Context: an optimization exercise on an open-source flow, tuned for small area and a short achievable clock period. The choices shown serve that exercise and are no tape-out recipe. In this exercise RTL edits were held to simulation tests only and were not proved equivalent to the original. Power is estimated from default activity; no workload was simulated.

==> module instr_fetch, before the edit <==
module instr_fetch (
  input  logic        Clock,
  input  logic        Reset,
  input  logic        Start,
  input  logic        LoadEn,
  input  logic [7:0]  LoadAddr,
  input  logic [15:0] LoadData,
  input  logic        Stall,
  output logic [15:0] Instruction,
  output logic        InstrValid,
  output logic [7:0]  PC,
  output logic        Halted
);
  logic               running;
  logic               wr_en;
  logic               wr_byp;     
  logic [7:0]         wr_addr;
  logic [15:0]        wr_data;
  logic               phase;
  always_ff @(posedge Clock) begin
    wr_en   <= LoadEn & ~running;
    wr_byp  <= LoadEn & ~running & (LoadAddr == 8'd0);
    wr_addr <= LoadAddr;
    wr_data <= LoadData;
    phase   <= ~phase;
  end
  logic [15:0]  wdec_hi, wdec_lo;
  logic [255:0] wsel, keep;
  logic [15:0]  dd;
  for (genvar k = 0; k < 16; k++) begin : g_wdec
    assign wdec_hi[k] = wr_en & (wr_addr[7:4] == 4'(k));
    assign wdec_lo[k] = (wr_addr[3:0] == 4'(k));
  end
  for (genvar i = 0; i < 256; i++) begin : g_wsel
    assign wsel[i] = wdec_hi[i / 16] & wdec_lo[i % 16];
    assign keep[i] = ~wsel[i];
  end
  assign dd = wr_data ^ {16{phase}};
  logic [15:0]  rd_hi, rd_lo;
  logic [255:0] rsel;
  for (genvar i = 0; i < 256; i++) begin : g_rsel
    if (i == 0) begin : g_z
      assign rsel[i] = rd_hi[0] & rd_lo[0] & ~wr_byp;
    end else begin : g_nz
      assign rsel[i] = rd_hi[i / 16] & rd_lo[i % 16];
    end
  end
  logic [255:0][15:0] cells;
  logic [15:0][255:0] cols;
  logic [15:0]        raw;
  logic [15:0]        word;
  for (genvar i = 0; i < 256; i++) begin : g_word
    for (genvar b = 0; b < 16; b++) begin : g_bit
      if_cell u_cell (
        .Clock (Clock),
        .wsel  (wsel[i]),
        .keep  (keep[i]),
        .dd    (dd[b]),
        .q     (cells[i][b])
      );
      assign cols[b][i] = cells[i][b];
    end
  end
  for (genvar b = 0; b < 16; b++) begin : g_col
    if_col u_col (.q(cols[b]), .rsel(rsel), .extra(dd[b] & wr_byp), .y(raw[b]));
  end
  assign word = raw ^ {16{phase}};
  logic spec, is_jmp, is_halt;
  logic adv, step, jump, hold;
  logic [15:0] jhi, jlo;
  assign spec    = word[15] & word[14] & word[13];
  assign is_jmp  = spec & ~word[12];
  assign is_halt = spec & word[12];
  assign adv     = running & ~Stall;
  assign step    = adv & ~spec;
  assign jump    = adv & is_jmp;
  assign hold    = running & (Stall | is_halt);
  for (genvar k = 0; k < 16; k++) begin : g_jdec
    assign jhi[k] = (word[7:4] == 4'(k));
    assign jlo[k] = (word[3:0] == 4'(k));
  end
  logic [15:0] rd_hi_n, rd_lo_n;
  for (genvar k = 0; k < 16; k++) begin : g_rdn
    localparam int KM = (k + 15) % 16;
    assign rd_lo_n[k] = (~running & (k == 0)) | (hold & rd_lo[k]) |
                        (step & rd_lo[KM]) | (jump & jlo[k]);
    assign rd_hi_n[k] = (~running & (k == 0)) |
                        ((hold | (step & ~rd_lo[15])) & rd_hi[k]) |
                        (step & rd_lo[15] & rd_hi[KM]) | (jump & jhi[k]);
  end
  always_ff @(posedge Clock) begin
    rd_hi <= rd_hi_n;
    rd_lo <= rd_lo_n;
  end
  always_ff @(posedge Clock or negedge Reset) begin
    if (!Reset) begin
      running     <= 1'b0;
      PC          <= '0;
      Instruction <= '0;
      InstrValid  <= 1'b0;
      Halted      <= 1'b0;
    end else if (!running) begin
      InstrValid <= 1'b0;
      if (Start) begin
        running <= 1'b1;
        PC      <= '0;
        Halted  <= 1'b0;
      end
    end else if (!Stall) begin
      if (is_jmp) begin
        PC         <= word[7:0];
        InstrValid <= 1'b0;
      end else if (is_halt) begin
        running    <= 1'b0;
        Halted     <= 1'b1;
        InstrValid <= 1'b0;
      end else begin
        Instruction <= word;
        InstrValid  <= 1'b1;
        PC          <= PC + 8'd1;
      end
    end
  end
endmodule
==> flow/config.mk <==
export PLATFORM = sky130hd
export DESIGN_NAME = instr_fetch
export DESIGN_NICKNAME = instr_fetch
export VERILOG_FILES = /design/flow/design.v
export SDC_FILE = /design/flow/constraint.sdc
export NUM_CORES = 4
export LEC_CHECK = 0
export CAP_MARGIN = 20
export CORE_MARGIN = 2
export CORE_UTILIZATION = 55
export CTS_CLUSTER_DIAMETER = 80
export CTS_CLUSTER_SIZE = 22
export SETUP_SLACK_MARGIN = 3.0
export SLEW_MARGIN = 20
export SYNTH_HIERARCHICAL = 1
==> flow/constraint.sdc <==
create_clock -name core_clock -period 6.0 [get_ports {Clock}]
set_input_delay 1.2000 -clock core_clock [delete_from_list [all_inputs] [get_ports {Clock}]]
set_output_delay 1.2000 -clock core_clock [all_outputs]
set_load 0.01 [all_outputs]
run.sh (not shown) runs the stock make flow with config.mk's settings and CLKGATE_MAP_FILE= SYNTH_SCRIPT=/design/flow/synth_recipe.tcl, a recipe that flattens the netlist after the stock synthesis.
The baseline finished with timing, DRC and antenna clean.
==> next run, changes <==
--- a/flow/design.v
+++ b/flow/design.v
@@ -137,46 +137,55 @@
     assign jhi[k] = (word[7:4] == 4'(k));
     assign jlo[k] = (word[3:0] == 4'(k));
   end
   logic [15:0] rd_hi_n, rd_lo_n;
   for (genvar k = 0; k < 16; k++) begin : g_rdn
     localparam int KM = (k + 15) % 16;
-    assign rd_lo_n[k] = (~running & (k == 0)) | (hold & rd_lo[k]) |
-                        (step & rd_lo[KM]) | (jump & jlo[k]);
-    assign rd_hi_n[k] = (~running & (k == 0)) |
+    assign rd_lo_n[k] = (~running & ((k == 0) ? Start : (~Start & rd_lo[k]))) |
+                        (hold & rd_lo[k]) | (step & rd_lo[KM]) | (jump & jlo[k]);
+    assign rd_hi_n[k] = (~running & ((k == 0) ? Start : (~Start & rd_hi[k]))) |
                         ((hold | (step & ~rd_lo[15])) & rd_hi[k]) |
                         (step & rd_lo[15] & rd_hi[KM]) | (jump & jhi[k]);
   end
-  always_ff @(posedge Clock) begin
-    rd_hi <= rd_hi_n;
-    rd_lo <= rd_lo_n;
+  always_ff @(posedge Clock or negedge Reset) begin
+    if (!Reset) begin
+      rd_hi <= 16'd1;
+      rd_lo <= 16'd1;
+    end else begin
+      rd_hi <= rd_hi_n;
+      rd_lo <= rd_lo_n;
+    end
+  end
+  for (genvar j = 0; j < 4; j++) begin : g_enc
+    logic [15:0] mask;
+    for (genvar k = 0; k < 16; k++) begin : g_m
+      assign mask[k] = ((k >> j) & 1) != 0;
+    end
+    assign PC[j]     = |(rd_lo & mask);
+    assign PC[j + 4] = |(rd_hi & mask);
   end
   always_ff @(posedge Clock or negedge Reset) begin
     if (!Reset) begin
       running     <= 1'b0;
-      PC          <= '0;
       Instruction <= '0;
       InstrValid  <= 1'b0;
       Halted      <= 1'b0;
     end else if (!running) begin
       InstrValid <= 1'b0;
       if (Start) begin
         running <= 1'b1;
-        PC      <= '0;
         Halted  <= 1'b0;
       end
     end else if (!Stall) begin
       if (is_jmp) begin
-        PC         <= word[7:0];
         InstrValid <= 1'b0;
       end else if (is_halt) begin
         running    <= 1'b0;
         Halted     <= 1'b1;
         InstrValid <= 1'b0;
       end else begin
         Instruction <= word;
         InstrValid  <= 1'b1;
-        PC          <= PC + 8'd1;
       end
     end
   end
 endmodule
Effect: The new run finished clean. Wire length is lower by 3.1%. Die area hardly moves. Sequential power went up by about 6%. Global-route usage went down by 1.4 points. Clock-buffer cell count is unchanged. Clock skew shrinks by 7.8 ps. Hold slack degrades by 17 ps. Setup slack improved by 130 ps. Core utilization rose by 0.40 points. Power grows by 20%.

[separate check: timing with driven ports]
In the flow no input, the clock included, has a driving cell. The finished layouts below were timed again as built, in two steps. Step 1 (the two cells are an assumption about what drives the block):
set clk [get_ports {Clock}]
set_driving_cell -lib_cell sky130_fd_sc_hd__clkbuf_16 $clk
set_driving_cell -lib_cell sky130_fd_sc_hd__buf_2 [delete_from_list [all_inputs] $clk]
Step 2 moves the port delays by t, midway between the first and last clock arrival at a register: inputs arrive t later, outputs are due t later. That takes back most of the time a late clock gives input paths. a / b / c = ideal ports / drivers / drivers and shift; a / b = the first two.
run	t, ns	setup WS [ns]	worst register clock-pin slew, ns	pins driven straight from the clock port
the first run	1.018	1.633 / 1.633 / 1.633	0.10 / 0.10	1
the second run	0.993	1.761 / 1.761 / 1.761	0.10 / 0.10	1
After both steps setup and hold are still met in every run listed.
